What follows belongs to an exercise in optimizing a design on an open flow for small area, a short achievable clock period and few clock cycles per item; a production flow would make more cautious choices.
Only simulation tests tie the RTL to the original design; equivalence was not proved.
Power is estimated from default activity; no workload was simulated.

<file path="flow/config.mk">
export PLATFORM = sky130hd
export DESIGN_NAME = generational_handle_table
export DESIGN_NICKNAME = generational_handle_table
export VERILOG_FILES = /design/flow/design.v
export SDC_FILE = /design/flow/constraint.sdc
export NUM_CORES = 4
export LEC_CHECK = 0
export CAP_MARGIN = 20
export CORE_MARGIN = 2
export CORE_UTILIZATION = 45
export PLACE_DENSITY = 0.6
export SETUP_SLACK_MARGIN = 4.6
export SLEW_MARGIN = 20
</file>
<file path="flow/design.v">
package ght_pkg;
  localparam int unsigned SLOT_COUNT = 32;
  localparam logic [1:0] KIND_SPAWN   = 2'd0;
  localparam logic [1:0] KIND_VIEW    = 2'd1;
  localparam logic [1:0] KIND_DESTROY = 2'd2;
  localparam logic [1:0] KIND_FLUSH   = 2'd3;
  localparam logic [2:0] ST_OK        = 3'd0;
  localparam logic [2:0] ST_NULL      = 3'd1;
  localparam logic [2:0] ST_FULL      = 3'd2;
  localparam logic [2:0] ST_BAD_INDEX = 3'd3;
  localparam logic [2:0] ST_STALE     = 3'd4;
  localparam logic [2:0] ST_PENDING   = 3'd5;
endpackage
module generational_handle_table (
  input  logic        clk_i,
  input  logic        rst_ni,
  input  logic        in_valid_i,
  output logic        in_ready_o,
  input  logic [1:0]  in_kind_i,
  input  logic [31:0] in_index_i,
  input  logic [31:0] in_gen_i,
  input  logic [63:0] in_payload_i,
  output logic        out_valid_o,
  input  logic        out_ready_i,
  output logic [2:0]  out_status_o,
  output logic [31:0] out_index_o,
  output logic [31:0] out_gen_o,
  output logic [63:0] out_payload_o,
  output logic        out_freed_o,
  output logic        out_last_o
);
  localparam int N = ght_pkg::SLOT_COUNT;
  logic [63:0]  pay_mem [N];
  logic [31:0]  gen_mem [N];
  logic [N-1:0] alive_q, pend_q;
  logic [5:0]   hw_q;
  logic [4:0]   fs_q [N];           
  logic [5:0]   fc_q;
  logic [4:0]   dq_q [N];           
  logic [5:0]   qc_q;
  logic         fs_any_q;           
  logic         hw_room_q;          
  logic         qc_nz_q;            
  logic         qc_gt1_q;           
  logic [4:0]   sp_slot_q;          
  logic [N-1:0] sp_oh_q;            
  logic        in_rdy_q, r_ld_q;    
  logic        r_v;
  logic [1:0]  r_kind;
  logic [31:0] r_idx, r_gen;
  logic [63:0] r_pay;
  logic [4:0]  raddr_q;             
  logic        c_v;
  logic [1:0]  c_kind;
  logic [31:0] c_idx, c_gen;
  logic        c_pnz;
  logic [31:0] x_gen;               
  logic [63:0] x_pay;               
  logic        x_al, x_pd, x_inr;   
  logic        o_v, s_v;
  logic [2:0]  o_st, s_st;
  logic [31:0] o_idx, s_idx, o_gen, s_gen;
  logic [63:0] o_pay, s_pay;
  logic        o_fr, s_fr, o_last, s_last;
  logic [4:0]  c_i5, dq0;
  logic        c_spawn, c_flush, gen_eq, chk_ok;
  logic        sp_fire, sp_reuse, sp_new, dq_push, emit;
  logic        c_fire, c_out, c_done, c_free, r_adv;
  logic [31:0] x_gen_inc;
  assign c_i5      = c_idx[4:0];
  assign dq0       = dq_q[0];
  assign c_spawn   = c_kind == ght_pkg::KIND_SPAWN;
  assign c_flush   = c_kind == ght_pkg::KIND_FLUSH;
  assign gen_eq    = x_gen == c_gen;
  assign chk_ok    = x_inr && x_al && gen_eq;
  assign x_gen_inc = x_gen + 32'd1;
  assign c_fire   = c_v && !s_v;
  assign sp_fire  = c_fire && c_spawn && c_pnz && (fs_any_q || hw_room_q);
  assign sp_reuse = sp_fire && fs_any_q;
  assign sp_new   = sp_fire && !fs_any_q;
  assign dq_push  = c_fire && (c_kind == ght_pkg::KIND_DESTROY) && chk_ok && !x_pd;
  assign emit     = c_fire && c_flush && qc_nz_q;
  assign c_out    = c_fire && !(c_flush && !qc_nz_q);
  assign c_done   = c_fire && !(c_flush && qc_gt1_q);
  assign c_free   = !c_v || c_done;
  assign r_adv    = r_v && c_free;
  logic [2:0]  res_st;
  logic [31:0] res_idx, res_gen;
  logic [63:0] res_pay;
  logic        res_fr, res_last;
  always_comb begin
    res_st   = ght_pkg::ST_OK;
    res_idx  = c_idx;
    res_gen  = c_gen;
    res_pay  = '0;
    res_fr   = 1'b0;
    res_last = 1'b1;
    case (c_kind)
      ght_pkg::KIND_SPAWN: begin
        res_idx = '0;
        res_gen = '0;
        if (!c_pnz) begin
          res_st = ght_pkg::ST_NULL;
        end else if (fs_any_q || hw_room_q) begin
          res_idx = {27'd0, sp_slot_q};
          res_gen = fs_any_q ? x_gen : 32'd1;
        end else begin
          res_st = ght_pkg::ST_FULL;
        end
      end
      ght_pkg::KIND_VIEW: begin
        if (!x_inr)                         res_st = ght_pkg::ST_BAD_INDEX;
        else if (!x_al || !gen_eq || x_pd)  res_st = ght_pkg::ST_STALE;
        else                                res_pay = x_pay;
      end
      ght_pkg::KIND_DESTROY: begin
        if (!x_inr)                res_st = ght_pkg::ST_BAD_INDEX;
        else if (!x_al || !gen_eq) res_st = ght_pkg::ST_STALE;
        else if (x_pd)             res_st = ght_pkg::ST_PENDING;
      end
      default: begin
        res_idx  = {27'd0, dq0};
        res_gen  = x_gen;
        res_pay  = x_pay;
        res_fr   = 1'b1;
        res_last = !qc_gt1_q;
      end
    endcase
  end
  logic        serve_fl, c_pop_pred, c_emit_pred, c_new_pred, c_spok_pred;
  logic [31:0] rd_gen;
  logic [63:0] rd_pay;
  logic        rd_al, rd_pd, r_inr;
  assign serve_fl    = c_v && c_flush && qc_gt1_q;
  assign c_spok_pred = c_v && c_spawn && c_pnz && (fs_any_q || hw_room_q);
  assign c_pop_pred  = c_spok_pred && fs_any_q;
  assign c_new_pred  = c_spok_pred && !fs_any_q;
  assign c_emit_pred = c_v && c_flush && qc_nz_q;
  always_comb begin
    if (c_emit_pred && (raddr_q == dq0))                 rd_gen = x_gen_inc;
    else if (c_new_pred && (raddr_q == sp_slot_q))       rd_gen = 32'd1;
    else                                                rd_gen = gen_mem[raddr_q];
    if (!serve_fl && (r_kind == ght_pkg::KIND_SPAWN))    rd_pay = r_pay;
    else if (c_spok_pred && (raddr_q == sp_slot_q))      rd_pay = x_pay;
    else                                                rd_pay = pay_mem[raddr_q];
    rd_al = alive_q[raddr_q];
    rd_pd = pend_q[raddr_q];
    if (c_spok_pred && (raddr_q == sp_slot_q)) begin
      rd_al = 1'b1;
      rd_pd = 1'b0;
    end
    if (c_emit_pred && (raddr_q == dq0)) begin
      rd_al = 1'b0;
      rd_pd = 1'b0;
    end
    if (dq_push && (raddr_q == c_i5)) rd_pd = 1'b1;
  end
  assign r_inr = (r_idx[31:5] == 27'd0) &&
                 (({1'b0, r_idx[4:0]} < hw_q) || (c_new_pred && (r_idx[4:0] == hw_q[4:0])));
  logic [5:0]  fc_d, hw_d, qc_d;
  logic        fs_any_d, hw_room_d, qc_nz_d, qc_gt1_d;
  logic [4:0]  fs0_d, fs1_d, dq0_d, dq1_d, sp_slot_d;
  logic        r_v_d, c_v_d, s_v_d, in_rdy_d;
  logic [1:0]  r_kind_d, c_kind_d;
  logic [4:0]  r_i5_d, c_i5_d, raddr_d;
  logic        c_pnz_d, c_flush_d, c_spawn_d;
  logic        serve_fl_d, c_pop_pred_d, c_emit_pred_d;
  assign fc_d      = fc_q + {5'd0, emit} - {5'd0, sp_reuse};
  assign hw_d      = hw_q + {5'd0, sp_new};
  assign qc_d      = qc_q + {5'd0, dq_push} - {5'd0, emit};
  logic        d_wr;                
  logic [4:0]  hw_inc;
  assign d_wr      = c_fire && (c_kind == ght_pkg::KIND_DESTROY) && !qc_q[5];
  assign hw_inc    = hw_q[4:0] + 5'd1;
  assign fs_any_d  = emit || (sp_reuse ? (fc_q > 6'd1) : fs_any_q);
  assign hw_room_d = hw_room_q && !(sp_new && (hw_q[4:0] == 5'd31));
  assign qc_nz_d   = dq_push || (emit ? qc_gt1_q : qc_nz_q);
  assign qc_gt1_d  = dq_push ? qc_nz_q : (emit ? (qc_q > 6'd2) : qc_gt1_q);
  assign fs0_d     = sp_reuse ? fs_q[1] : (emit ? dq0 : fs_q[0]);
  assign fs1_d     = sp_reuse ? fs_q[2] : (emit ? fs_q[0] : fs_q[1]);
  assign dq0_d     = emit ? dq_q[1] : ((d_wr && !qc_nz_q) ? c_i5 : dq0);
  assign dq1_d     = emit ? dq_q[2] : ((d_wr && (qc_q == 6'd1)) ? c_i5 : dq_q[1]);
  assign sp_slot_d = fs_any_d ? fs0_d : (sp_new ? hw_inc : hw_q[4:0]);
  assign r_v_d     = r_ld_q ? in_valid_i : (r_v && !r_adv);
  assign r_kind_d  = r_ld_q ? in_kind_i : r_kind;
  assign r_i5_d    = r_ld_q ? in_index_i[4:0] : r_idx[4:0];
  assign c_v_d     = c_free ? r_v : c_v;
  assign c_kind_d  = c_free ? r_kind : c_kind;
  assign c_i5_d    = c_free ? r_idx[4:0] : c_i5;
  assign c_pnz_d   = c_free ? (r_pay != 64'd0) : c_pnz;
  assign c_flush_d = c_kind_d == ght_pkg::KIND_FLUSH;
  assign c_spawn_d = c_kind_d == ght_pkg::KIND_SPAWN;
  assign s_v_d     = (!o_v || out_ready_i) ? 1'b0 : (s_v || c_out);
  assign in_rdy_d  = !r_v_d || !c_v_d || (!s_v_d && !(c_flush_d && qc_gt1_d));
  assign serve_fl_d    = c_v_d && c_flush_d && qc_gt1_d;
  assign c_pop_pred_d  = c_v_d && c_spawn_d && c_pnz_d && fs_any_d;
  assign c_emit_pred_d = c_v_d && c_flush_d && qc_nz_d;
  always_comb begin
    if (serve_fl_d) begin
      raddr_d = dq1_d;
    end else begin
      case (r_kind_d)
        ght_pkg::KIND_SPAWN: raddr_d = c_pop_pred_d ? fs1_d : (c_emit_pred_d ? dq0_d : fs0_d);
        ght_pkg::KIND_FLUSH: raddr_d = qc_nz_d ? dq0_d : c_i5_d;
        default:             raddr_d = r_i5_d;
      endcase
    end
  end
  always_ff @(posedge clk_i or negedge rst_ni) begin
    if (!rst_ni) begin
      in_rdy_q  <= 1'b1;
      r_ld_q    <= 1'b1;
      r_v       <= 1'b0;
      c_v       <= 1'b0;
      o_v       <= 1'b0;
      s_v       <= 1'b0;
      alive_q   <= '0;
      pend_q    <= '0;
      hw_q      <= '0;
      fc_q      <= '0;
      qc_q      <= '0;
      fs_any_q  <= 1'b0;
      hw_room_q <= 1'b1;
      qc_nz_q   <= 1'b0;
      qc_gt1_q  <= 1'b0;
      sp_slot_q <= '0;
      sp_oh_q   <= N'(1);
    end else begin
      in_rdy_q  <= in_rdy_d;
      r_ld_q    <= in_rdy_d;
      r_v       <= r_v_d;
      c_v       <= c_v_d;
      s_v       <= s_v_d;
      if (!o_v || out_ready_i) o_v <= s_v || c_out;
      for (int i = 0; i < N; i++) begin
        if (sp_fire && sp_oh_q[i]) begin
          alive_q[i] <= 1'b1;
          pend_q[i]  <= 1'b0;
        end
      end
      if (dq_push) pend_q[c_i5] <= 1'b1;
      if (emit) begin
        alive_q[dq0] <= 1'b0;
        pend_q[dq0]  <= 1'b0;
      end
      fc_q      <= fc_d;
      hw_q      <= hw_d;
      qc_q      <= qc_d;
      fs_any_q  <= fs_any_d;
      hw_room_q <= hw_room_d;
      qc_nz_q   <= qc_nz_d;
      qc_gt1_q  <= qc_gt1_d;
      sp_slot_q <= sp_slot_d;
      sp_oh_q   <= N'(1) << sp_slot_d;
    end
  end
  always_ff @(posedge clk_i) begin
    if (r_ld_q) begin
      r_kind <= in_kind_i;
      r_idx  <= in_index_i;
      r_gen  <= in_gen_i;
      r_pay  <= in_payload_i;
    end
    raddr_q <= raddr_d;
    if (c_free) begin
      c_kind <= r_kind;
      c_idx  <= r_idx;
      c_gen  <= r_gen;
      c_pnz  <= r_pay != 64'd0;
      x_inr  <= r_inr;
    end
    if (!c_v || c_fire) begin
      x_gen <= rd_gen;
      x_pay <= rd_pay;
      x_al  <= rd_al;
      x_pd  <= rd_pd;
    end
    for (int i = 0; i < N; i++) begin
      if (sp_fire && sp_oh_q[i]) pay_mem[i] <= x_pay;
    end
    for (int i = 0; i < N; i++) begin
      if (sp_new && sp_oh_q[i]) gen_mem[i] <= 32'd1;
    end
    if (emit) gen_mem[dq0] <= x_gen_inc;
    if (sp_reuse) begin
      for (int i = 0; i < N - 1; i++) fs_q[i] <= fs_q[i+1];
    end else if (emit) begin
      fs_q[0] <= dq0;
      for (int i = 1; i < N; i++) fs_q[i] <= fs_q[i-1];
    end
    if (emit) begin
      for (int i = 0; i < N - 1; i++) dq_q[i] <= dq_q[i+1];
    end else if (d_wr) begin
      dq_q[qc_q[4:0]] <= c_i5;
    end
    if (!o_v || out_ready_i) begin
      if (s_v) begin
        o_st <= s_st; o_idx <= s_idx; o_gen <= s_gen; o_pay <= s_pay; o_fr <= s_fr; o_last <= s_last;
      end else begin
        o_st <= res_st; o_idx <= res_idx; o_gen <= res_gen; o_pay <= res_pay; o_fr <= res_fr;
        o_last <= res_last;
      end
    end
    if (!s_v) begin
      s_st <= res_st; s_idx <= res_idx; s_gen <= res_gen; s_pay <= res_pay; s_fr <= res_fr;
      s_last <= res_last;
    end
  end
  assign in_ready_o    = in_rdy_q;
  assign out_valid_o   = o_v;
  assign out_status_o  = o_st;
  assign out_index_o   = o_idx;
  assign out_gen_o     = o_gen;
  assign out_payload_o = o_pay;
  assign out_freed_o   = o_fr;
  assign out_last_o    = o_last;
endmodule
</file>
<file path="flow/run.sh">
#!/bin/bash
# synth_recipe.tcl (not shown) runs the flow's synth.tcl, then flattens the netlist and writes it again
# the make line also repeats each setting of config.mk as NAME=value (left out here)
make -C /OpenROAD-flow-scripts/flow DESIGN_CONFIG=/design/flow/config.mk WORK_HOME=/design/flow/orfs CLKGATE_MAP_FILE= SYNTH_SCRIPT=/design/flow/synth_recipe.tcl finish
</file>
<file path="flow/constraint.sdc">
create_clock -name core_clock -period 8.0 [get_ports {clk_i}]
set_input_delay 1.6000 -clock core_clock [delete_from_list [all_inputs] [get_ports {clk_i}]]
set_output_delay 1.6000 -clock core_clock [all_outputs]
set_load 0.01 [all_outputs]
</file>
==> results of run 1 <==
metal layers:
| layer | wire length (µm) | global-route usage [%] | up-vias |
|---|---|---|---|
| li1 | - | - | 37800 |
| met1 | 197000 | 39.8 | 49100 |
| met2 | 236000 | 44.0 | 6342 |
| met3 | 59800 | 5.14 | 1044 |
| met4 | 23800 | 11.5 | 6 |
| met5 | 46 | 0 | - |
cells in the final DEF (no fill, tap or decap), types with 20 or more instances in the layout:
cell and instances:
inv_4 22, nand4_1 148, edfxtp_1 3806, bufinv_16 37
o32ai_1 64, a22o_1 413, o21ai_0 108, nand2_1 749
nor2_4 33, a21oi_1 110, nand2_8 28, dfxtp_1 146
dfrtp_1 121, buf_4 180, mux2_2 133, a22oi_1 352
nand3_1 128, buf_12 20, inv_1 77, ha_1 44
o22ai_1 31, xnor2_1 39, clkbuf_16 425, mux2i_1 63
clkbuf_8 39, xor2_1 24, buf_6 52, clkinv_1 69
dlygate4sd2_1 106, mux4_2 338, a222oi_1 31, nor2_1 1153
o21ai_1 36, clkbuf_1 108, a221oi_1 329, clkinv_2 74
nor4_1 22, clkdlybuf4s50_1 132
stage by stage:
stage,hold WS [ps],area (µm²),total power [W],cells
floorplan,400,157000,0.0291,9455
global placement,410,165000,0.0315,13900
detailed placement,407,165000,0.0317,13900
CTS,421,180000,0.0509,14700
global route,437,180000,0.0523,14700
finish,419,180000,0.0511,14700
critical path: stages, from the launching register on:
cell      delay [ps]
edfxtp_1         510
nor4_2           440
nand4_1          770
nor4_4           700
a21oi_2          170
and3_1           250
a21o_1           200
a221oi_1         220
o22ai_1          110
cell families after synthesis:
group	after synthesis
adders and majority gates	49
and+or+nand+nor	2398
muxes	535
AOI/OAI and AO/OA	1533
DFF	4087
xor gates and xnor gates	94
buffers and inverters	759
power by group through the flow:
stage / sequential (W) / combinational (W) / clock, W
floorplan: 0.0270 / 0.00212 / 0
global placement: 0.0276 / 0.00395 / 0
detailed placement: 0.0277 / 0.00398 / 0
CTS: 0.0273 / 0.00405 / 0.0196
global route: 0.0273 / 0.00448 / 0.0204
finish: 0.0272 / 0.00432 / 0.0195
registers in the layout, indices dropped and copies added, names as in the netlist, 32 cells and up:
name	count
x_pay	64
r_idx	32
fs_q	160
pend_q	32
c_gen	32
s_idx	32
o_idx	32
o_gen	32
r_gen	32
r_pay	64
x_gen	32
o_pay	64
dq_q	160
pay_mem	2048
s_gen	32
gen_mem	1024
c_idx	32
alive_q	32
sp_oh_q	32
s_pay	64
layout make-up:
cell class | instances | area [µm²] | share of cell area [%]
Antenna cell | 5 | 12.5 | 0.00693
Clock buffer | 568 | 11500 | 6.36
Clock inverter | 206 | 2150 | 1.19
Inverter | 114 | 563 | 0.312
Multi-Input combinational cell | 4613 | 34500 | 19.1
Sequential cell | 4087 | 121000 | 66.8
Tap cell | 4578 | 5730 | 3.17
Timing Repair Buffer | 544 | 5410 | 3.00
Timing Repair inverter | 1 | 5.00 | 0.00277
final timing paths:
| path | start | to | slack [ps] | depth (start not counted) |
|---|---|---|---|---|
| min | r_gen[9] | c_gen[9] | 420 | 0 |
| min reg2reg | r_gen[9] | c_gen[9] | 420 | 0 |
| max reg2reg | r_pay[36] | raddr_q[3] | 4490 | 8 |
| min in group asynchronous | rst_ni | fc_q[1] | 550 | 1 |
| max in group asynchronous | rst_ni | o_v | 5950 | 2 |
| max | r_pay[36] | raddr_q[3] | 4490 | 8 |
repair_timing:
item,4_1_cts,5_1_grt
pin swaps,12,5
gates cloned,8,6
buffers inserted,25,10
gates resized for setup,352,65
setup endpoints to repair,3879,1236
cells in the mapped netlist, drive strengths merged, types with 19 or more instances:
cell	n	area [µm²]
nor3	19	145
xnor2	54	473
o32ai	64	561
nand2b	19	119
o22ai	31	194
a22oi	352	2640
mux2	134	1510
mux4	338	7610
a221oi	329	2880
mux2i	63	631
ha	47	588
nor2	1193	4530
nand4	149	938
buf	197	1060
dfxtp	153	3060
edfxtp	3806	114000
a21oi	112	572
nand3	131	656
a22o	413	3620
o21ai	146	734
xor2	40	350
nand2	785	2950
clkbuf	448	1680
a222oi	31	310
nor4	32	228
dfrtp	125	3130
inv	114	428
==> flow_summary_export.csv, run 1 <==
group,metric,value,unit
status,status,"complete, no violations",
global_route,grt_pass1_wl,708000,µm
timing,fmax,285,MHz
timing,max_slew_margin,14.5,%
placed_design,io_buffers,268,
synthesis,synth-async-reset-ratio,3.13,%
clocking,clkSinkCount,4087,
clocking,clockRootBuffer,"clkbuf_16",
clocking,clk-insertion-delay-late,990,ps
global_route,grt_max_degree,97,
synthesis,synthFlopType,"edfxtp_1",
global_route,grt_remaining_overflow,0,
clocking,cts_tree,"built",
placed_design,detailed_place_hpwl,270000,µm
global_route,track_usage,28.4,%
job,cap_viol_max_count,0,
pwr,max-vdd-ir-drop,0.230,mV
timing,tightest_slew,1270,ps
drt,wl_per_cell,35.1,µm
synthesis,synth_compound_area_share,7.62,%
cells_and_area,syn_to_final_growth,15.0,%
pwr,internal_power,0.0382,W
floorplanning,rows,216,
pwr,p_sw,0.0128,W
timing,setup_viol,0,
floorplanning,core,347000,µm²
setup_path,crit_path_start_kind,"flop",
synthesis,synth_mux_area_share,6.22,%
synthesis,synth_edf_count,3806,
drt,vias,94300,
clocking,numCtsBuffers,413,
timing,timing.final.ws_setup,4490,ps
synthesis,ys_warn_count,3,
drt,drc_errors,0,
drt,drt_pass1_iterations,7,
synthesis,synth_top_family_by_area,"compound AO/OA/AOI/OAI gates",
drt,routed_wl,517000,µm
hold_path,hold_class,"reg2reg",
floorplanning,die_y,595,µm
clocking,ctsHoldBuffers,0,
synthesis,syn_inst,9455,
setup_path,critPathArrivalTime,4370,ps
global_route,antenna_found_initial,23,
drt,viasPerCell,6.41,
clocking,path_clk_slew,60,ps
global_route,first_global_vias,90200,
synthesis,avgSynthCellArea,16.6,µm²
floorplanning,io_pins,269,
cells_and_area,final_util,52.1,%
setup_path,crit_fanout,5,
synthesis,synth_cell_types,79,
timing,rsz0062_at_grt,"true",
timing,post-route-min-period,3510,ps
synthesis,synth_area,157000,µm²
synthesis,ys_ff_latch,4087,
floorplanning,die_w,595,µm
pwr,pwr-share-clk,38.2,%
floorplanning,die_area,354000,µm²
placed_design,place.gp.congestion,0.870,
placed_design,dp_slack,3470,ps
timing,period_share,43.9,%
synthesis,seq_area_frac_synth,76.8,%
synthesis,synthesis.nets,9638,
pwr,p_sw_share,25.2,%
floorplanning,initial_core_util,45.3,%
setup_path,critPathRequiredTime,8850,ps
clocking,cts_max_level,5,
setup_path,end_kind,"flop",
cells_and_area,drive_gt1_share,15.7,%
synthesis,synthXorXnorAreaFrac,0.524,%
pwr,cellPowerDensity,283,nW/µm²
pwr,p_leak,64.8,nW
cells_and_area,final.fill_count,27700,
drt,drtIter0Drc,14400,
cells_and_area,nNetsFinal,9957,
pwr,p_comb_share,8.5,%
timing,final.setup.tns,0,ps
synthesis,yosys.area_share.simple,6.42,%
pwr,pwr-share-seq,53.3,%
drt,antenna_left,0,
timing,finalHoldViolations,0,
setup_path,criticalPathCategory,"reg2reg",
timing,skew,99.1,ps
synthesis,synthAdderAreaFrac,0.400,%
timing,slew_viol_final,0,
clocking,clockBufferDepth,4,
Testbench counts, summed over its fixed seeds: cycles 5,472, items 4,800.
==> run 2: changes to the inputs <==
--- a/flow/design.v
+++ b/flow/design.v
@@ -44,11 +44,15 @@
   logic         qc_gt1_q;           
   logic [4:0]   sp_slot_q;          
   logic [N-1:0] sp_oh_q;            
-  logic        in_rdy_q, r_ld_q;    
+  logic        busy_q, r_ld_q;      
   logic        r_v;
   logic [1:0]  r_kind;
+  logic [63:0] r_dat;               
   logic [31:0] r_idx, r_gen;
   logic [63:0] r_pay;
+  assign r_idx = r_dat[31:0];
+  assign r_gen = r_dat[63:32];
+  assign r_pay = r_dat;
   logic [4:0]  raddr_q;             
   logic        c_v;
   logic [1:0]  c_kind;
@@ -127,33 +131,31 @@
       end
     endcase
   end
-  logic        serve_fl, c_pop_pred, c_emit_pred, c_new_pred, c_spok_pred;
+  logic        c_new_pred, c_spok_pred;
   logic [31:0] rd_gen;
   logic [63:0] rd_pay;
   logic        rd_al, rd_pd, r_inr;
-  assign serve_fl    = c_v && c_flush && qc_gt1_q;
   assign c_spok_pred = c_v && c_spawn && c_pnz && (fs_any_q || hw_room_q);
-  assign c_pop_pred  = c_spok_pred && fs_any_q;
   assign c_new_pred  = c_spok_pred && !fs_any_q;
-  assign c_emit_pred = c_v && c_flush && qc_nz_q;
+  logic f_em_q, f_sp_q, f_new_q, f_ci_q, p_spw_q;
   always_comb begin
-    if (c_emit_pred && (raddr_q == dq0))                 rd_gen = x_gen_inc;
-    else if (c_new_pred && (raddr_q == sp_slot_q))       rd_gen = 32'd1;
-    else                                                rd_gen = gen_mem[raddr_q];
-    if (!serve_fl && (r_kind == ght_pkg::KIND_SPAWN))    rd_pay = r_pay;
-    else if (c_spok_pred && (raddr_q == sp_slot_q))      rd_pay = x_pay;
-    else                                                rd_pay = pay_mem[raddr_q];
+    if (f_em_q)        rd_gen = x_gen_inc;
+    else if (f_new_q)  rd_gen = 32'd1;
+    else               rd_gen = gen_mem[raddr_q];
+    if (p_spw_q)       rd_pay = r_pay;
+    else if (f_sp_q)   rd_pay = x_pay;
+    else               rd_pay = pay_mem[raddr_q];
     rd_al = alive_q[raddr_q];
     rd_pd = pend_q[raddr_q];
-    if (c_spok_pred && (raddr_q == sp_slot_q)) begin
+    if (f_sp_q) begin
       rd_al = 1'b1;
       rd_pd = 1'b0;
     end
-    if (c_emit_pred && (raddr_q == dq0)) begin
+    if (f_em_q) begin
       rd_al = 1'b0;
       rd_pd = 1'b0;
     end
-    if (dq_push && (raddr_q == c_i5)) rd_pd = 1'b1;
+    if (dq_push && f_ci_q) rd_pd = 1'b1;
   end
   assign r_inr = (r_idx[31:5] == 27'd0) &&
                  (({1'b0, r_idx[4:0]} < hw_q) || (c_new_pred && (r_idx[4:0] == hw_q[4:0])));
@@ -183,7 +185,7 @@
   assign sp_slot_d = fs_any_d ? fs0_d : (sp_new ? hw_inc : hw_q[4:0]);
   assign r_v_d     = r_ld_q ? in_valid_i : (r_v && !r_adv);
   assign r_kind_d  = r_ld_q ? in_kind_i : r_kind;
-  assign r_i5_d    = r_ld_q ? in_index_i[4:0] : r_idx[4:0];
+  assign r_i5_d    = r_ld_q ? in_index_i[4:0] : r_idx[4:0];   
   assign c_v_d     = c_free ? r_v : c_v;
   assign c_kind_d  = c_free ? r_kind : c_kind;
   assign c_i5_d    = c_free ? r_idx[4:0] : c_i5;
@@ -195,6 +197,13 @@
   assign serve_fl_d    = c_v_d && c_flush_d && qc_gt1_d;
   assign c_pop_pred_d  = c_v_d && c_spawn_d && c_pnz_d && fs_any_d;
   assign c_emit_pred_d = c_v_d && c_flush_d && qc_nz_d;
+  logic c_spok_pred_d, f_em_d, f_sp_d, f_new_d, f_ci_d, p_spw_d;
+  assign c_spok_pred_d = c_v_d && c_spawn_d && c_pnz_d && (fs_any_d || hw_room_d);
+  assign f_em_d  = c_emit_pred_d && (raddr_d == dq0_d);
+  assign f_sp_d  = c_spok_pred_d && (raddr_d == sp_slot_d);
+  assign f_new_d = f_sp_d && !fs_any_d;
+  assign f_ci_d  = (c_kind_d == ght_pkg::KIND_DESTROY) && (raddr_d == c_i5_d);
+  assign p_spw_d = !serve_fl_d && (r_kind_d == ght_pkg::KIND_SPAWN);
   always_comb begin
     if (serve_fl_d) begin
       raddr_d = dq1_d;
@@ -206,9 +215,17 @@
       endcase
     end
   end
+  logic [N-1:0] gen_we;
+  logic [31:0]  gen_wd;
+  always_comb begin
+    for (int i = 0; i < N; i++) begin
+      gen_we[i] = (sp_new && sp_oh_q[i]) || (emit && (dq0 == 5'(i)));
+    end
+  end
+  assign gen_wd = emit ? x_gen_inc : 32'd1;
   always_ff @(posedge clk_i or negedge rst_ni) begin
     if (!rst_ni) begin
-      in_rdy_q  <= 1'b1;
+      busy_q    <= 1'b0;
       r_ld_q    <= 1'b1;
       r_v       <= 1'b0;
       c_v       <= 1'b0;
@@ -226,7 +243,7 @@
       sp_slot_q <= '0;
       sp_oh_q   <= N'(1);
     end else begin
-      in_rdy_q  <= in_rdy_d;
+      busy_q    <= !in_rdy_d;
       r_ld_q    <= in_rdy_d;
       r_v       <= r_v_d;
       c_v       <= c_v_d;
@@ -257,11 +274,14 @@
   always_ff @(posedge clk_i) begin
     if (r_ld_q) begin
       r_kind <= in_kind_i;
-      r_idx  <= in_index_i;
-      r_gen  <= in_gen_i;
-      r_pay  <= in_payload_i;
+      r_dat  <= (in_kind_i == ght_pkg::KIND_SPAWN) ? in_payload_i : {in_gen_i, in_index_i};
     end
     raddr_q <= raddr_d;
+    f_em_q  <= f_em_d;
+    f_sp_q  <= f_sp_d;
+    f_new_q <= f_new_d;
+    f_ci_q  <= f_ci_d;
+    p_spw_q <= p_spw_d;
     if (c_free) begin
       c_kind <= r_kind;
       c_idx  <= r_idx;
@@ -279,9 +299,8 @@
       if (sp_fire && sp_oh_q[i]) pay_mem[i] <= x_pay;
     end
     for (int i = 0; i < N; i++) begin
-      if (sp_new && sp_oh_q[i]) gen_mem[i] <= 32'd1;
+      if (gen_we[i]) gen_mem[i] <= gen_wd;
     end
-    if (emit) gen_mem[dq0] <= x_gen_inc;
     if (sp_reuse) begin
       for (int i = 0; i < N - 1; i++) fs_q[i] <= fs_q[i+1];
     end else if (emit) begin
@@ -306,7 +325,7 @@
       s_last <= res_last;
     end
   end
-  assign in_ready_o    = in_rdy_q;
+  assign in_ready_o    = !busy_q;
   assign out_valid_o   = o_v;
   assign out_status_o  = o_st;
   assign out_index_o   = o_idx;
--- a/flow/config.mk
+++ b/flow/config.mk
@@ -8,6 +8,8 @@
 export CAP_MARGIN = 20
 export CORE_MARGIN = 2
 export CORE_UTILIZATION = 45
+export CTS_CLUSTER_DIAMETER = 100
+export CTS_CLUSTER_SIZE = 25
 export PLACE_DENSITY = 0.6
 export SETUP_SLACK_MARGIN = 4.6
 export SLEW_MARGIN = 20
==> flow_summary_export.csv, run 2 <==
group,metric,value,unit
status,status,"complete, no violations",
setup_path,regToRegSetupSlack,4260,ps
global_route,gr-usage-met3,5.31,%
timing,final.setup.tns,0,ps
cells_and_area,largest_register_ffs,2048,
floorplanning,io_pins,269,
floorplanning,die_w,581,µm
setup_path,crit_fanout,6,
setup_path,crit_path_start_kind,"flop",
setup_path,cp-startpoint,"x_gen[15]",
setup_path,critPathArrivalTime,4560,ps
synthesis,avgSynthCellArea,16.9,µm²
cells_and_area,syn_to_final_growth,11.1,%
hold_path,worst_hold_path.endpoint,"fs_q[31][1]",
synthesis,ys_warn_count,4,
floorplanning,core,331000,µm²
setup_path,r2r_cells,11,
pwr,cellPowerDensity,257,nW/µm²
timing,timing.final.ws_setup,4260,ps
synthesis,synthDominantCellAreaShare,75.1,%
clocking,clk-insertion-delay-late,940,ps
hold_path,min-delay-start,"fs_q[30][1]",
synthesis,ys_ff_latch,4029,
drt,drc_errors,0,
synthesis,synth-async-reset-ratio,3.20,%
hold_path,hold_depth,0,
synthesis,synthFlopType,"edfxtp_1",
setup_path,critPathRequiredTime,8820,ps
global_route,first_global_vias,86000,
synthesis,synth_common_cells,"edfxtp_1 (3742), nand2_1 (811), a22oi_1 (585)",
drt,drt_pass1_iterations,6,
timing,period_share,46.7,%
floorplanning,die_area,337000,µm²
synthesis,synthesis.nets,9023,
cells_and_area,layout_common_cells,"edfxtp_1 (3742), nand2_1 (807), a22oi_1 (585), a22o_1 (520), a221oi_1 (455)",
drt,viasPerCell,6.76,
synthesis,synth_area,150000,µm²
cells_and_area,top_regs,"pay_mem (2048), gen_mem (1024)",
setup_path,criticalPathCategory,"reg2reg",
cells_and_area,drive_gt1_share,10.9,%
setup_path,path_delay_family,"simple AND/OR/NAND/NOR gates",
drt,drtIter0Drc,15700,
cells_and_area,final_area,166000,µm²
timing,finalHoldViolations,0,
setup_path,timing.rr.start,"x_gen[15]",
clocking,clkSinkCount,4029,
placed_design,place_area,158000,µm²
drt,vias,92200,
clocking,path_clk_slew,100,ps
synthesis,synth_most_common_cell,"edfxtp_1",
synthesis,ys_top_cells_by_area,"edfxtp_1 (75%), a22o_1 (3.1%), a22oi_1 (2.9%), a221oi_1 (2.7%), dfxtp_1 (2.1%)",
timing,post-route-min-period,3740,ps
global_route,grt_max_degree,106,
timing,skew,84.5,ps
timing,fmax,268,MHz
job,cap_viol_max_count,0,
setup_path,crit_chain,"xor2_1, or4_4, nor4_4, nand4_4, mux2i_4, buf_4, o211ai_1, o221ai_1, nor4_4, a2111oi_4, o2111a_1",
setup_path,cpMostUsedCell,"nor4_4",
synthesis,yosys.area.top_type,"edfxtp_1",
synthesis,syn_inst,8837,
floorplanning,rows,211,
clocking,ctsHoldBuffers,0,
cells_and_area,final_common_cell,"edfxtp_1",
setup_path,r2r-end,"f_sp_q",
global_route,use_met2,48.0,%
drt,antenna_left,0,
placed_design,io_buffers,268,
cells_and_area,regMostFlops,"pay_mem",
global_route,grt_remaining_overflow,0,
cells_and_area,nNetsFinal,9306,
setup_path,end_kind,"flop",
global_route,grt_pass1_wl,715000,µm
setup_path,cp_num_buf_inv,1,
global_route,antenna_found_initial,27,
clocking,cts_max_level,4,
clocking,cts_tree,"built",
global_route,met1_usage,42.3,%
placed_design,place.gp.congestion,0.894,
clocking,numCtsBuffers,189,
global_route,track_usage,30.4,%
clocking,clockRootBuffer,"clkbuf_16",
floorplanning,die_y,581,µm
timing,slew_viol_final,0,
placed_design,dp_slack,3270,ps
floorplanning,initial_core_util,45.3,%
timing,tightest_slew,1170,ps
pwr,max-vdd-ir-drop,0.215,mV
timing,max_slew_margin,22.0,%
pwr,p_leak,51.6,nW
clocking,clockBufferDepth,4,
placed_design,detailed_place_hpwl,270000,µm
timing,setup_viol,0,
synthesis,synth_edf_count,3742,
synthesis,seq_area_frac_synth,79.4,%
global_route,busiest_layer,"met2",
drt,routed_wl,532000,µm
drt,wl_per_cell,39.0,µm
setup_path,max_stage_delay,590,ps
hold_path,hold_class,"reg2reg",
timing,rsz0062_at_grt,"true",
setup_path,crit_slowest_cell,"or4_4",
synthesis,synth_cell_types,81,
[run 2: cell types whose count changed after synthesis, moves of 37 or more]
cell,previous run,this run
a22o_1,413,533
a221oi_1,329,458
mux2_2,133,203
buf_2,137,0
mux2i_1,63,26
nand4_1,148,198
o21ai_0,111,245
a22oi_1,352,585
buf_1,27,75
nor2_1,1176,297
mux4_2,338,20
edfxtp_1,3806,3742
[run 2: power breakdown]
group	internal (W)	switching [W]
clock	0.00468	0.00650
sequential	0.0253	0.00164
combinational	0.00157	0.00304
total	0.0315	0.0112
[run 2: layout make-up]
class | count | area [µm²]
clock inverter | 12 | 175
antenna | 19 | 47.5
sequential | 4029 | 119000
clock buffer | 313 | 5290
timing repair buffer | 600 | 6070
tap | 4366 | 5460
inverter | 97 | 537
fill | 27000 | 164000
multi-input combinational | 4203 | 29800
[run 2: worst max-delay path by stage]
stage | cells past startpoint | end | slack [ps]
floorplan | 11 | fs_q[10][0] | 4020
global placement | 12 | f_new_q | 3340
detailed placement | 12 | f_em_q | 3270
CTS | 13 | f_em_q | 4280
global route | 12 | f_new_q | 4220
finish | 11 | f_sp_q | 4260
[run 2: kinds of logic (layout without fill, tap and decap cells)]
| kind of cell | count (synthesis) | count (layout) | synth area share (%) |
|---|---|---|---|
| mux | 252 | 252 | 2.04 |
| xor+xnor | 85 | 85 | 0.498 |
| compound gates | 2116 | 2116 | 11.0 |
| buf+inv | 610 | 1022 | 1.54 |
| flops | 4029 | 4029 | 79.4 |
| fa+ha+maj | 52 | 52 | 0.445 |
| simple gates | 1693 | 1698 | 5.12 |
| other cells | 0 | 19 | 0 |
[run 2: per-layer routing]
layer  vias up  wire [µm]
li1      36100          -
met5         -        133
met4        20      23600
met3      1021      64900
met2      7028     245000
met1     48100     198000
[run 2: timing repair]
action | 4_1_cts | 5_1_grt
buffers inserted | 69 | 18
cloned | 6 | 10
pin swaps | 34 | 21
setup endpoints to repair | 2801 | 1569
gates resized for setup | 314 | 77
[run 2: stage by stage]
stage	total power (W)	utilization [%]	cells	hold slack, ps
after floorplan	0.0287	-	8837	423
after global placement	0.0315	47.9	13200	438
after detailed placement	0.0316	47.9	13200	447
after CTS	0.0424	50.0	13600	468
after global routing	0.0437	50.3	13600	488
final	0.0427	50.3	13600	462
Testbench counts of run 2, summed over its fixed seeds: cycles 5,472, items 4,800.
==> run 3: changes to the inputs <==
--- a/flow/design.v
+++ b/flow/design.v
@@ -34,10 +34,12 @@
   logic [31:0]  gen_mem [N];
   logic [N-1:0] alive_q, pend_q;
   logic [5:0]   hw_q;
-  logic [4:0]   fs_q [N];           
-  logic [5:0]   fc_q;
-  logic [4:0]   dq_q [N];           
-  logic [5:0]   qc_q;
+  logic [4:0]   lst_q [N];
+  logic [5:0]   fc_q;               
+  logic [5:0]   qc_q;               
+  logic [5:0]   tp_q;               
+  logic [4:0]   fs0_q, fs1_q;       
+  logic [4:0]   dq0_q, dq1_q;       
   logic         fs_any_q;           
   logic         hw_room_q;          
   logic         qc_nz_q;            
@@ -53,7 +55,7 @@
   assign r_idx = r_dat[31:0];
   assign r_gen = r_dat[63:32];
   assign r_pay = r_dat;
-  logic [4:0]  raddr_q;             
+  logic [N-1:0] raddr_oh;           
   logic        c_v;
   logic [1:0]  c_kind;
   logic [31:0] c_idx, c_gen;
@@ -69,10 +71,10 @@
   logic [4:0]  c_i5, dq0;
   logic        c_spawn, c_flush, gen_eq, chk_ok;
   logic        sp_fire, sp_reuse, sp_new, dq_push, emit;
-  logic        c_fire, c_out, c_done, c_free, r_adv;
+  logic        c_fire, c_out, c_done, c_free, c_take, r_adv;
   logic [31:0] x_gen_inc;
   assign c_i5      = c_idx[4:0];
-  assign dq0       = dq_q[0];
+  assign dq0       = dq0_q;
   assign c_spawn   = c_kind == ght_pkg::KIND_SPAWN;
   assign c_flush   = c_kind == ght_pkg::KIND_FLUSH;
   assign gen_eq    = x_gen == c_gen;
@@ -87,7 +89,9 @@
   assign c_out    = c_fire && !(c_flush && !qc_nz_q);
   assign c_done   = c_fire && !(c_flush && qc_gt1_q);
   assign c_free   = !c_v || c_done;
-  assign r_adv    = r_v && c_free;
+  assign c_take   = c_free && !(c_v && (c_kind == ght_pkg::KIND_DESTROY) &&
+                                (r_kind == ght_pkg::KIND_FLUSH) && !qc_gt1_q);
+  assign r_adv    = r_v && c_take;
   logic [2:0]  res_st;
   logic [31:0] res_idx, res_gen;
   logic [63:0] res_pay;
@@ -138,15 +142,25 @@
   assign c_spok_pred = c_v && c_spawn && c_pnz && (fs_any_q || hw_room_q);
   assign c_new_pred  = c_spok_pred && !fs_any_q;
   logic f_em_q, f_sp_q, f_new_q, f_ci_q, p_spw_q;
+  logic [31:0] gen_rd;
+  logic [63:0] pay_rd;
+  always_comb begin
+    gen_rd = '0;
+    pay_rd = '0;
+    for (int i = 0; i < N; i++) begin
+      gen_rd = gen_rd | ({32{raddr_oh[i]}} & gen_mem[i]);
+      pay_rd = pay_rd | ({64{raddr_oh[i]}} & pay_mem[i]);
+    end
+  end
   always_comb begin
     if (f_em_q)        rd_gen = x_gen_inc;
     else if (f_new_q)  rd_gen = 32'd1;
-    else               rd_gen = gen_mem[raddr_q];
+    else               rd_gen = gen_rd;
     if (p_spw_q)       rd_pay = r_pay;
     else if (f_sp_q)   rd_pay = x_pay;
-    else               rd_pay = pay_mem[raddr_q];
-    rd_al = alive_q[raddr_q];
-    rd_pd = pend_q[raddr_q];
+    else               rd_pay = pay_rd;
+    rd_al = |(alive_q & raddr_oh);
+    rd_pd = |(pend_q & raddr_oh);
     if (f_sp_q) begin
       rd_al = 1'b1;
       rd_pd = 1'b0;
@@ -166,37 +180,46 @@
   logic [1:0]  r_kind_d, c_kind_d;
   logic [4:0]  r_i5_d, c_i5_d, raddr_d;
   logic        c_pnz_d, c_flush_d, c_spawn_d;
-  logic        serve_fl_d, c_pop_pred_d, c_emit_pred_d;
+  logic        serve_fl_d, c_pop_pred_d, c_emit_pred_d, c_take_d;
+  logic        qc_nz_np_d, qc_gt1_np_d;
   assign fc_d      = fc_q + {5'd0, emit} - {5'd0, sp_reuse};
   assign hw_d      = hw_q + {5'd0, sp_new};
   assign qc_d      = qc_q + {5'd0, dq_push} - {5'd0, emit};
   logic        d_wr;                
   logic [4:0]  hw_inc;
-  assign d_wr      = c_fire && (c_kind == ght_pkg::KIND_DESTROY) && !qc_q[5];
+  assign d_wr      = c_fire && (c_kind == ght_pkg::KIND_DESTROY) && !tp_q[5];
   assign hw_inc    = hw_q[4:0] + 5'd1;
   assign fs_any_d  = emit || (sp_reuse ? (fc_q > 6'd1) : fs_any_q);
   assign hw_room_d = hw_room_q && !(sp_new && (hw_q[4:0] == 5'd31));
   assign qc_nz_d   = dq_push || (emit ? qc_gt1_q : qc_nz_q);
   assign qc_gt1_d  = dq_push ? qc_nz_q : (emit ? (qc_q > 6'd2) : qc_gt1_q);
-  assign fs0_d     = sp_reuse ? fs_q[1] : (emit ? dq0 : fs_q[0]);
-  assign fs1_d     = sp_reuse ? fs_q[2] : (emit ? fs_q[0] : fs_q[1]);
-  assign dq0_d     = emit ? dq_q[1] : ((d_wr && !qc_nz_q) ? c_i5 : dq0);
-  assign dq1_d     = emit ? dq_q[2] : ((d_wr && (qc_q == 6'd1)) ? c_i5 : dq_q[1]);
+  assign qc_nz_np_d  = emit ? qc_gt1_q : qc_nz_q;
+  assign qc_gt1_np_d = emit ? (qc_q > 6'd2) : qc_gt1_q;
+  logic [4:0]  a3, rd3;
+  assign a3        = c_spawn ? 5'(fc_q - 6'd3) : 5'(fc_q + 6'd2);
+  assign rd3       = lst_q[a3];
+  assign fs0_d     = sp_reuse ? fs1_q : (emit ? dq0 : fs0_q);
+  assign fs1_d     = sp_reuse ? rd3 : (emit ? fs0_q : fs1_q);
+  assign dq0_d     = emit ? dq1_q : ((d_wr && !qc_nz_q) ? c_i5 : dq0);
+  assign dq1_d     = emit ? rd3 : ((d_wr && (qc_q == 6'd1)) ? c_i5 : dq1_q);
   assign sp_slot_d = fs_any_d ? fs0_d : (sp_new ? hw_inc : hw_q[4:0]);
   assign r_v_d     = r_ld_q ? in_valid_i : (r_v && !r_adv);
   assign r_kind_d  = r_ld_q ? in_kind_i : r_kind;
   assign r_i5_d    = r_ld_q ? in_index_i[4:0] : r_idx[4:0];   
-  assign c_v_d     = c_free ? r_v : c_v;
-  assign c_kind_d  = c_free ? r_kind : c_kind;
-  assign c_i5_d    = c_free ? r_idx[4:0] : c_i5;
-  assign c_pnz_d   = c_free ? (r_pay != 64'd0) : c_pnz;
+  assign c_v_d     = c_take ? r_v : (c_v && !c_done);
+  assign c_kind_d  = c_take ? r_kind : c_kind;
+  assign c_i5_d    = c_take ? r_idx[4:0] : c_i5;
+  assign c_pnz_d   = c_take ? (r_pay != 64'd0) : c_pnz;
   assign c_flush_d = c_kind_d == ght_pkg::KIND_FLUSH;
   assign c_spawn_d = c_kind_d == ght_pkg::KIND_SPAWN;
   assign s_v_d     = (!o_v || out_ready_i) ? 1'b0 : (s_v || c_out);
-  assign in_rdy_d  = !r_v_d || !c_v_d || (!s_v_d && !(c_flush_d && qc_gt1_d));
-  assign serve_fl_d    = c_v_d && c_flush_d && qc_gt1_d;
+  assign c_take_d  = (!c_v_d || (!s_v_d && !(c_flush_d && qc_gt1_np_d))) &&
+                     !(c_v_d && (c_kind_d == ght_pkg::KIND_DESTROY) &&
+                       (r_kind_d == ght_pkg::KIND_FLUSH) && !qc_gt1_d);
+  assign in_rdy_d  = !r_v_d || c_take_d;
+  assign serve_fl_d    = c_v_d && c_flush_d && qc_gt1_np_d;
   assign c_pop_pred_d  = c_v_d && c_spawn_d && c_pnz_d && fs_any_d;
-  assign c_emit_pred_d = c_v_d && c_flush_d && qc_nz_d;
+  assign c_emit_pred_d = c_v_d && c_flush_d && qc_nz_np_d;
   logic c_spok_pred_d, f_em_d, f_sp_d, f_new_d, f_ci_d, p_spw_d;
   assign c_spok_pred_d = c_v_d && c_spawn_d && c_pnz_d && (fs_any_d || hw_room_d);
   assign f_em_d  = c_emit_pred_d && (raddr_d == dq0_d);
@@ -210,7 +233,7 @@
     end else begin
       case (r_kind_d)
         ght_pkg::KIND_SPAWN: raddr_d = c_pop_pred_d ? fs1_d : (c_emit_pred_d ? dq0_d : fs0_d);
-        ght_pkg::KIND_FLUSH: raddr_d = qc_nz_d ? dq0_d : c_i5_d;
+        ght_pkg::KIND_FLUSH: raddr_d = dq0_d;
         default:             raddr_d = r_i5_d;
       endcase
     end
@@ -235,6 +258,7 @@
       pend_q    <= '0;
       hw_q      <= '0;
       fc_q      <= '0;
+      tp_q      <= '0;
       qc_q      <= '0;
       fs_any_q  <= 1'b0;
       hw_room_q <= 1'b1;
@@ -261,6 +285,7 @@
         pend_q[dq0]  <= 1'b0;
       end
       fc_q      <= fc_d;
+      tp_q      <= tp_q + {5'd0, dq_push} - {5'd0, sp_reuse};
       hw_q      <= hw_d;
       qc_q      <= qc_d;
       fs_any_q  <= fs_any_d;
@@ -276,13 +301,13 @@
       r_kind <= in_kind_i;
       r_dat  <= (in_kind_i == ght_pkg::KIND_SPAWN) ? in_payload_i : {in_gen_i, in_index_i};
     end
-    raddr_q <= raddr_d;
+    raddr_oh <= N'(1) << raddr_d;
     f_em_q  <= f_em_d;
     f_sp_q  <= f_sp_d;
     f_new_q <= f_new_d;
     f_ci_q  <= f_ci_d;
     p_spw_q <= p_spw_d;
-    if (c_free) begin
+    if (c_take) begin
       c_kind <= r_kind;
       c_idx  <= r_idx;
       c_gen  <= r_gen;
@@ -301,17 +326,15 @@
     for (int i = 0; i < N; i++) begin
       if (gen_we[i]) gen_mem[i] <= gen_wd;
     end
-    if (sp_reuse) begin
-      for (int i = 0; i < N - 1; i++) fs_q[i] <= fs_q[i+1];
-    end else if (emit) begin
-      fs_q[0] <= dq0;
-      for (int i = 1; i < N; i++) fs_q[i] <= fs_q[i-1];
-    end
-    if (emit) begin
-      for (int i = 0; i < N - 1; i++) dq_q[i] <= dq_q[i+1];
-    end else if (d_wr) begin
-      dq_q[qc_q[4:0]] <= c_i5;
-    end
+    for (int i = 0; i < N - 1; i++) begin
+      if (sp_reuse && (6'(i) >= fc_q - 6'd1)) lst_q[i] <= lst_q[i+1];
+      else if (d_wr && (tp_q == 6'(i)))       lst_q[i] <= c_i5;
+    end
+    if (d_wr && (tp_q == 6'(N - 1))) lst_q[N-1] <= c_i5;
+    fs0_q <= fs0_d;
+    fs1_q <= fs1_d;
+    dq0_q <= dq0_d;
+    dq1_q <= dq1_d;
     if (!o_v || out_ready_i) begin
       if (s_v) begin
         o_st <= s_st; o_idx <= s_idx; o_gen <= s_gen; o_pay <= s_pay; o_fr <= s_fr; o_last <= s_last;
--- a/flow/config.mk
+++ b/flow/config.mk
@@ -7,9 +7,9 @@
 export LEC_CHECK = 0
 export CAP_MARGIN = 20
 export CORE_MARGIN = 2
-export CORE_UTILIZATION = 45
+export CORE_UTILIZATION = 50
 export CTS_CLUSTER_DIAMETER = 100
 export CTS_CLUSTER_SIZE = 25
-export PLACE_DENSITY = 0.6
-export SETUP_SLACK_MARGIN = 4.6
+export PLACE_DENSITY = 0.65
+export SETUP_SLACK_MARGIN = 4.8
 export SLEW_MARGIN = 20
==> flow_summary_export.csv, run 3 <==
group,metric,value,unit
pwr,p_comb_share,13.4,%
clocking,numCtsBuffers,187,
status,status,"complete, no violations",
setup_path,crit_fanout,7,
cells_and_area,final_common_cell,"edfxtp_1",
synthesis,synthFlopType,"edfxtp_1",
cells_and_area,layout_common_cells,"edfxtp_1 (3592), a22oi_1 (609), a22o_1 (506), a221oi_1 (451), buf_4 (341)",
timing,slew_viol_final,0,
setup_path,cpMostUsedCell,"or2_4",
clocking,clk-insertion-delay-late,950,ps
drt,vias,93900,
cells_and_area,register_area,115000,µm²
clocking,clkSinkCount,3922,
setup_path,crit_path_start_kind,"flop",
synthesis,synth_cell_types,108,
timing,skew,78.3,ps
cells_and_area,final_util,56.8,%
setup_path,path_delay_family,"simple AND/OR/NAND/NOR gates",
pwr,pwr-share-seq,61.7,%
hold_path,min-delay-start,"s_st[0]",
setup_path,regToRegSetupSlack,4060,ps
hold_path,worst_hold_path.endpoint,"s_st[0]",
cells_and_area,multi_input_area,31000,µm²
synthesis,synth_compound_area_share,12.3,%
synthesis,synth_common_cells,"edfxtp_1 (3592), a22oi_1 (613), a22o_1 (518)",
synthesis,syn_inst,8516,
setup_path,cp-startpoint,"r_dat[49]",
drt,drtIter0Drc,17900,
global_route,grt_pass1_wl,738000,µm
drt,drt_pass1_iterations,8,
global_route,grt_max_degree,86,
clocking,cts_max_level,4,
job,cap_viol_max_count,0,
pwr,cellPowerDensity,262,nW/µm²
drt,viasPerCell,7.21,
pwr,pwr-share-clk,24.9,%
pwr,p_leak,55.4,nW
timing,fmax,254,MHz
synthesis,synthDominantCellAreaShare,73.7,%
timing,max_slew_margin,18.8,%
synthesis,synthAdderAreaFrac,0.597,%
cells_and_area,final_cells,13000,
setup_path,timing.rr.start,"r_dat[49]",
floorplanning,die_y,545,µm
timing,finalHoldViolations,0,
timing,tightest_slew,1210,ps
timing,rsz0062_at_grt,"true",
synthesis,seq_area_frac_synth,78.7,%
pwr,max-vdd-ir-drop,0.190,mV
cells_and_area,top_regs,"pay_mem (2048), gen_mem (1024), lst_q (160)",
setup_path,crit_slowest_cell,"edfxtp_1",
placed_design,place.gp.congestion,0.932,
cells_and_area,final.fill_count,22000,
global_route,first_global_vias,86800,
timing,setup_viol,0,
cells_and_area,nNetsFinal,9194,
clocking,clockRootBuffer,"clkbuf_16",
synthesis,synth_most_common_cell,"edfxtp_1",
floorplanning,core,291000,µm²
synthesis,synth_mux_area_share,1.78,%
pwr,internal_power,0.0313,W
placed_design,placed_cells,12400,
setup_path,max_stage_delay,600,ps
timing,final.setup.tns,0,ps
synthesis,ys_ff_latch,3922,
setup_path,crit_chain,"inv_1, nand3_1, nor4_4, a21boi_4, buf_4, a2111oi_4, o31ai_1, o2111a_2, buf_6, or2_4, or2_4, nor2_2",
pwr,p_sw_share,27.9,%
setup_path,critPathRequiredTime,8820,ps
cells_and_area,syn_to_final_growth,13.1,%
hold_path,hold_depth,2,
setup_path,criticalPathCategory,"reg2reg",
synthesis,synthesis.nets,8718,
setup_path,end_kind,"flop",
setup_path,r2r-end,"raddr_oh[10]",
clocking,path_clk_slew,100,ps
clocking,cts_tree,"built",
setup_path,cp_num_buf_inv,3,
floorplanning,die_w,545,µm
timing,timing.final.ws_setup,4060,ps
placed_design,dp_slack,2640,ps
drt,wl_per_cell,42.5,µm
synthesis,synth_area,146000,µm²
synthesis,synthXorXnorAreaFrac,0.728,%
global_route,antenna_found_initial,31,
placed_design,detailed_place_hpwl,295000,µm
drt,routed_wl,553000,µm
global_route,grt_remaining_overflow,0,
pwr,p_sw,0.0121,W
synthesis,synth_top_family_by_area,"compound AO/OA/AOI/OAI gates",
synthesis,avgSynthCellArea,17.2,µm²
drt,drc_errors,0,
setup_path,r2r_cells,12,
global_route,track_usage,36.4,%
cells_and_area,regMostFlops,"pay_mem",
floorplanning,initial_core_util,50.3,%
synthesis,synth_edf_count,3592,
floorplanning,io_pins,269,
synthesis,yosys.area.top_type,"edfxtp_1",
timing,period_share,49.2,%
clocking,clockBufferDepth,4,
placed_design,io_buffers,268,
floorplanning,die_area,297000,µm²
clocking,ctsHoldBuffers,0,
setup_path,critPathArrivalTime,4760,ps
timing,post-route-min-period,3940,ps
synthesis,synth-async-reset-ratio,3.44,%
synthesis,yosys.area_share.simple,4.26,%
hold_path,hold_class,"reg2reg",
drt,antenna_left,0,
floorplanning,rows,198,
cells_and_area,largest_register_ffs,2048,
synthesis,ys_top_cells_by_area,"edfxtp_1 (74%), a22oi_1 (3.1%), a22o_1 (3.1%), a221oi_1 (2.7%), dfxtp_1 (2.7%)",
synthesis,ys_warn_count,4,
cells_and_area,drive_gt1_share,16.0,%
-- run 3: kinds of logic (layout without fill, tap and decap cells) --
group | after synthesis | in the layout
other | 0 | 16
AOI/OAI and AO/OA | 2290 | 2291
adders and majority gates | 68 | 68
muxes | 235 | 235
xor gates and xnor gates | 117 | 117
and+or+nand+nor | 1244 | 1246
DFF | 3922 | 3922
buffers and inverters | 640 | 1224
-- run 3: layout make-up --
type	instances	share of cell area, %
inverters	118	0.398
repair buffers	800	5.00
multi-input cells	3957	18.7
well taps	3900	2.95
flip-flops and latches	3922	69.7
repair inverters	6	0.0280
clock buffers	285	3.08
diodes	16	0.0242
clock inverters	15	0.110
-- run 3: power by group through the flow --
stage	registers [W]	clock network, W	logic, W
detailed placement	0.0274	0	0.00469
global placement	0.0274	0	0.00458
finish	0.0268	0.0108	0.00583
CTS	0.0269	0.0108	0.00504
floorplan	0.0265	0	0.00226
global route	0.0268	0.0114	0.00602
-- run 3: worst min-delay path: cells and delay by family (launching register included) --
family | cells | cell delay (ps)
simple gates | 1 | 50
compound gates | 1 | 70
flops | 1 | 320
-- run 3: through the flow --
| stage | power [W] | instance area, µm² | hold WS (ps) |
|---|---|---|---|
| detailed placement | 0.0321 | 155000 | 447 |
| CTS | 0.0428 | 164000 | 470 |
| global placement | 0.0319 | 155000 | 444 |
| floorplan | 0.0287 | 147000 | 423 |
| finish | 0.0434 | 165000 | 473 |
| global route | 0.0443 | 165000 | 496 |
-- run 3: repair_timing --
item,4_1_cts,5_1_grt
setup buffers,173,57
gates cloned,18,4
setup endpoints to repair,4817,3010
gates resized for setup,783,204
pin swaps,81,59
-- run 3: worst max path at each step --
stage	slack, ps	endpoint	cells after the start
2_1_floorplan	4320	raddr_oh[2]	12
3_3_place_gp	2570	f_em_q	12
3_5_place_dp	2640	f_em_q	12
4_1_cts	4160	f_em_q	14
5_1_grt	4000	raddr_oh[10]	14
6_report	4060	raddr_oh[10]	12
-- run 3: routing by layer --
| metal | wire (µm) | global-route usage (%) | vias to the layer above |
|---|---|---|---|
| met5 | 226 | 0 | - |
| met4 | 27500 | 14.4 | 26 |
| met3 | 84300 | 9.73 | 1389 |
| met2 | 238000 | 53.4 | 8280 |
| met1 | 203000 | 51.9 | 48300 |
| li1 | - | - | 35900 |
Testbench counts of run 3, summed over its fixed seeds: cycles 5,516, items 4,800.
==> run 4: changes to the inputs <==
--- a/flow/design.v
+++ b/flow/design.v
@@ -195,13 +195,13 @@
   assign qc_gt1_d  = dq_push ? qc_nz_q : (emit ? (qc_q > 6'd2) : qc_gt1_q);
   assign qc_nz_np_d  = emit ? qc_gt1_q : qc_nz_q;
   assign qc_gt1_np_d = emit ? (qc_q > 6'd2) : qc_gt1_q;
-  logic [4:0]  a3, rd3;
-  assign a3        = c_spawn ? 5'(fc_q - 6'd3) : 5'(fc_q + 6'd2);
-  assign rd3       = lst_q[a3];
+  logic [4:0]  a_fs2_q, a_dq2_q, rd_fs2, rd_dq2;
+  assign rd_fs2    = lst_q[a_fs2_q];
+  assign rd_dq2    = lst_q[a_dq2_q];
   assign fs0_d     = sp_reuse ? fs1_q : (emit ? dq0 : fs0_q);
-  assign fs1_d     = sp_reuse ? rd3 : (emit ? fs0_q : fs1_q);
+  assign fs1_d     = sp_reuse ? rd_fs2 : (emit ? fs0_q : fs1_q);
   assign dq0_d     = emit ? dq1_q : ((d_wr && !qc_nz_q) ? c_i5 : dq0);
-  assign dq1_d     = emit ? rd3 : ((d_wr && (qc_q == 6'd1)) ? c_i5 : dq1_q);
+  assign dq1_d     = emit ? rd_dq2 : ((d_wr && (qc_q == 6'd1)) ? c_i5 : dq1_q);
   assign sp_slot_d = fs_any_d ? fs0_d : (sp_new ? hw_inc : hw_q[4:0]);
   assign r_v_d     = r_ld_q ? in_valid_i : (r_v && !r_adv);
   assign r_kind_d  = r_ld_q ? in_kind_i : r_kind;
@@ -222,10 +222,12 @@
   assign c_emit_pred_d = c_v_d && c_flush_d && qc_nz_np_d;
   logic c_spok_pred_d, f_em_d, f_sp_d, f_new_d, f_ci_d, p_spw_d;
   assign c_spok_pred_d = c_v_d && c_spawn_d && c_pnz_d && (fs_any_d || hw_room_d);
-  assign f_em_d  = c_emit_pred_d && (raddr_d == dq0_d);
-  assign f_sp_d  = c_spok_pred_d && (raddr_d == sp_slot_d);
+  logic r_vd_d;
+  assign r_vd_d  = (r_kind_d == ght_pkg::KIND_VIEW) || (r_kind_d == ght_pkg::KIND_DESTROY);
+  assign f_em_d  = c_emit_pred_d && !serve_fl_d && (!r_vd_d || (r_i5_d == dq0_d));
+  assign f_sp_d  = c_spok_pred_d && r_vd_d && (r_i5_d == sp_slot_d);
   assign f_new_d = f_sp_d && !fs_any_d;
-  assign f_ci_d  = (c_kind_d == ght_pkg::KIND_DESTROY) && (raddr_d == c_i5_d);
+  assign f_ci_d  = (c_kind_d == ght_pkg::KIND_DESTROY) && r_vd_d && (r_i5_d == c_i5_d);
   assign p_spw_d = !serve_fl_d && (r_kind_d == ght_pkg::KIND_SPAWN);
   always_comb begin
     if (serve_fl_d) begin
@@ -258,6 +260,8 @@
       pend_q    <= '0;
       hw_q      <= '0;
       fc_q      <= '0;
+      a_fs2_q   <= 5'd29;
+      a_dq2_q   <= 5'd2;
       tp_q      <= '0;
       qc_q      <= '0;
       fs_any_q  <= 1'b0;
@@ -285,6 +289,8 @@
         pend_q[dq0]  <= 1'b0;
       end
       fc_q      <= fc_d;
+      a_fs2_q   <= 5'(fc_d - 6'd3);
+      a_dq2_q   <= 5'(fc_d + 6'd2);
       tp_q      <= tp_q + {5'd0, dq_push} - {5'd0, sp_reuse};
       hw_q      <= hw_d;
       qc_q      <= qc_d;
--- a/flow/config.mk
+++ b/flow/config.mk
@@ -7,9 +7,9 @@
 export LEC_CHECK = 0
 export CAP_MARGIN = 20
 export CORE_MARGIN = 2
-export CORE_UTILIZATION = 50
+export CORE_UTILIZATION = 45
 export CTS_CLUSTER_DIAMETER = 100
 export CTS_CLUSTER_SIZE = 25
-export PLACE_DENSITY = 0.65
-export SETUP_SLACK_MARGIN = 4.8
+export PLACE_DENSITY = 0.6
+export SETUP_SLACK_MARGIN = 4.6
 export SLEW_MARGIN = 20
==> flow_summary_export.csv, run 4 <==
group,metric,value,unit
floorplanning,die_area,333000,µm²
cells_and_area,drive_gt1_share,13.2,%
synthesis,synth_cell_types,98,
timing,post-route-min-period,3690,ps
clocking,clk-insertion-delay-late,980,ps
pwr,pwr-share-seq,62.3,%
synthesis,synthesis.nets,8808,
setup_path,max_stage_delay,860,ps
floorplanning,io_pins,269,
cells_and_area,top_regs,"pay_mem (2048), gen_mem (1024), lst_q (160)",
drt,drt_pass1_iterations,9,
pwr,p_leak,55.4,nW
timing,finalHoldViolations,0,
clocking,clkSinkCount,3931,
floorplanning,rows,210,
synthesis,ys_top_cells_by_area,"edfxtp_1 (73%), a22o_1 (3.3%), a22oi_1 (2.9%), a221oi_1 (2.7%), dfxtp_1 (2.6%)",
cells_and_area,largest_register_ffs,2048,
floorplanning,initial_core_util,45.2,%
hold_path,hold_class,"reg2reg",
floorplanning,die_w,577,µm
setup_path,crit_slowest_cell,"edfxtp_1",
drt,vias,95100,
placed_design,io_buffers,268,
timing,fmax,271,MHz
global_route,grt_max_degree,112,
setup_path,critPathRequiredTime,6400,ps
setup_path,crit_path_start_kind,"flop",
pwr,internal_power,0.0313,W
setup_path,crit_chain,"buf_2",
synthesis,synthDominantCellAreaShare,73.0,%
clocking,cts_tree,"built",
synthesis,seq_area_frac_synth,78.1,%
timing,max_slew_margin,20.2,%
timing,skew,84.4,ps
synthesis,synthFlopType,"edfxtp_1",
pwr,p_sw,0.0122,W
timing,setup_viol,0,
setup_path,critPathArrivalTime,2090,ps
clocking,cts_max_level,4,
setup_path,crit_cells,1,
synthesis,ys_warn_count,4,
cells_and_area,final_common_cell,"edfxtp_1",
timing,tightest_slew,1200,ps
global_route,grt_remaining_overflow,0,
timing,rsz0062_at_grt,"true",
floorplanning,core,327000,µm²
pwr,p_sw_share,28.0,%
pwr,cellPowerDensity,264,nW/µm²
timing,final.setup.tns,0,ps
drt,drtIter0Drc,18100,
global_route,track_usage,34.1,%
hold_path,hold_depth,1,
global_route,antenna_found_initial,48,
cells_and_area,regMostFlops,"pay_mem",
drt,drc_errors,0,
clocking,path_clk_slew,110,ps
drt,viasPerCell,7.07,
status,status,"complete, no violations",
synthesis,ys_ff_latch,3931,
synthesis,synth-async-reset-ratio,3.66,%
timing,period_share,46.1,%
synthesis,synth_common_cells,"edfxtp_1 (3592), a22oi_1 (563), a22o_1 (557)",
synthesis,avgSynthCellArea,17.2,µm²
synthesis,synth_edf_count,3592,
setup_path,criticalPathCategory,"reg2out",
clocking,clockBufferDepth,4,
setup_path,cp_num_buf_inv,1,
pwr,max-vdd-ir-drop,0.193,mV
global_route,grt_pass1_wl,774000,µm
global_route,first_global_vias,87200,
setup_path,crit_fanout,1,
setup_path,r2r_cells,7,
setup_path,end_kind,"output pin",
synthesis,syn_inst,8606,
pwr,p_comb_share,12.0,%
drt,wl_per_cell,43.4,µm
synthesis,synth_area,148000,µm²
cells_and_area,nNetsFinal,9135,
pwr,pwr-share-clk,25.7,%
synthesis,yosys.area.top_type,"edfxtp_1",
timing,slew_viol_final,0,
cells_and_area,layout_common_cells,"edfxtp_1 (3592), a22oi_1 (561), a22o_1 (547), a221oi_1 (455), buf_4 (303)",
placed_design,detailed_place_hpwl,313000,µm
synthesis,synth_most_common_cell,"edfxtp_1",
placed_design,place.gp.congestion,0.975,
drt,antenna_left,0,
floorplanning,die_y,577,µm
clocking,numCtsBuffers,186,
job,cap_viol_max_count,0,
cells_and_area,syn_to_final_growth,11.5,%
timing,worst_hold_slack,481,ps
clocking,clockRootBuffer,"clkbuf_16",
drt,routed_wl,584000,µm
setup_path,path_delay_family,"flip-flops",
## run 4: worst paths after layout
path / slack, ps / end / from
max in group asynchronous: 6090 / sp_oh_q[30] / rst_ni
max: 4310 / out_payload_o[46] / o_pay[46]
min in group asynchronous: 630 / qc_q[5] / rst_ni
max reg2reg: 4550 / x_pay[24] / raddr_oh[3]
min reg2reg: 480 / hw_q[5] / hw_q[5]
min: 480 / hw_q[5] / hw_q[5]
## run 4: metrics by stage
stage          util [%]  total power (W)  area, µm²  setup WS (ps)  std cells
2_1_floorplan         -           0.0288     148000           4330       8606
3_3_place_gp       47.7           0.0320     156000           3110      12900
3_5_place_dp       47.8           0.0322     156000           2940      12900
4_1_cts            49.9           0.0429     163000           4410      13400
5_1_grt            50.3           0.0443     165000           4320      13400
6_report           50.4           0.0435     165000           4310      13500
## run 4: cells by family after synthesis
| kind of cell | Yosys count | share of synthesized area [%] |
|---|---|---|
| flops | 3931 | 78.1 |
| fa+ha+maj | 68 | 0.591 |
| buf+inv | 656 | 1.79 |
| compound gates | 2223 | 12.0 |
| mux | 268 | 2.03 |
| simple gates | 1351 | 4.79 |
| xor+xnor | 109 | 0.646 |
## run 4: power groups by stage
stage / combinational, W / sequential, W / clock [W]
2_1_floorplan: 0.00217 / 0.0266 / 0
3_3_place_gp: 0.00440 / 0.0276 / 0
3_5_place_dp: 0.00441 / 0.0278 / 0
4_1_cts: 0.00448 / 0.0272 / 0.0112
5_1_grt: 0.00537 / 0.0271 / 0.0118
6_report: 0.00522 / 0.0271 / 0.0112
## run 4: cell type report
class                           count  area (µm²)
Fill cell                       26700      162000
Antenna cell                       32        80.1
Timing Repair Buffer              658        6220
Clock inverter                     24         335
Clock buffer                      307        5210
Sequential cell                  3931      116000
Multi-Input combinational cell   4042       31300
Tap cell                         4346        5440
Inverter                          114         454
## run 4: repair_timing
item,CTS,global route
endpoints found under the setup margin,3108,1141
hold buffers,0,0
pin swaps,38,42
setup buffers,76,47
gates cloned,22,6
resized for setup,367,125
## run 4: routing by layer
layer  up-vias  track usage [%]  wire (µm)
met3      1154             9.26      82900
met2      7824             50.5     254000
li1      36100                -          -
met5         -                0        220
met4        20             11.9      24200
met1     50000             48.5     223000
Testbench counts of run 4, summed over its fixed seeds: cycles 5,516, items 4,800.

==> static timing again, ports no longer ideal <==
The flow's constraints put no driver on any port. The routed layouts listed below were extracted and timed again, unchanged, in two steps.
Step 1: set_driving_cell puts a clkbuf_16 on clk_i and a buf_2 on each other input, an assumption about the parent block.
Step 2 moves the port delays by t, midway between the first and last clock arrival at a register: inputs arrive t later, outputs are due t later. That takes back most of the time a late clock gives input paths.
Slacks: no drivers / after step 1 / after step 2; pairs: no drivers / after step 1.
run	shift t [ns]	slack for setup (ns)	hold WS [ns]	worst register clock-pin slew, ns	worst data-port slew with drivers (ns)
run 1	1.052	4.485 / 4.381 / 3.974	0.419 / 0.419 / 0.419	0.07 / 0.07	0.12
run 2	1.003	4.265 / 4.265 / 3.422	0.462 / 0.462 / 0.462	0.11 / 0.11	0.06
run 3	1.005	4.063 / 4.063 / 3.293	0.473 / 0.473 / 0.473	0.11 / 0.11	0.05
run 4	1.031	4.308 / 4.204 / 3.754	0.481 / 0.481 / 0.481	0.11 / 0.11	0.07
After both steps setup and hold are still met in every run listed. The setup slack of run 2, which loses most, moves by 0.000 ns with the drivers and by -0.843 ns with both steps.
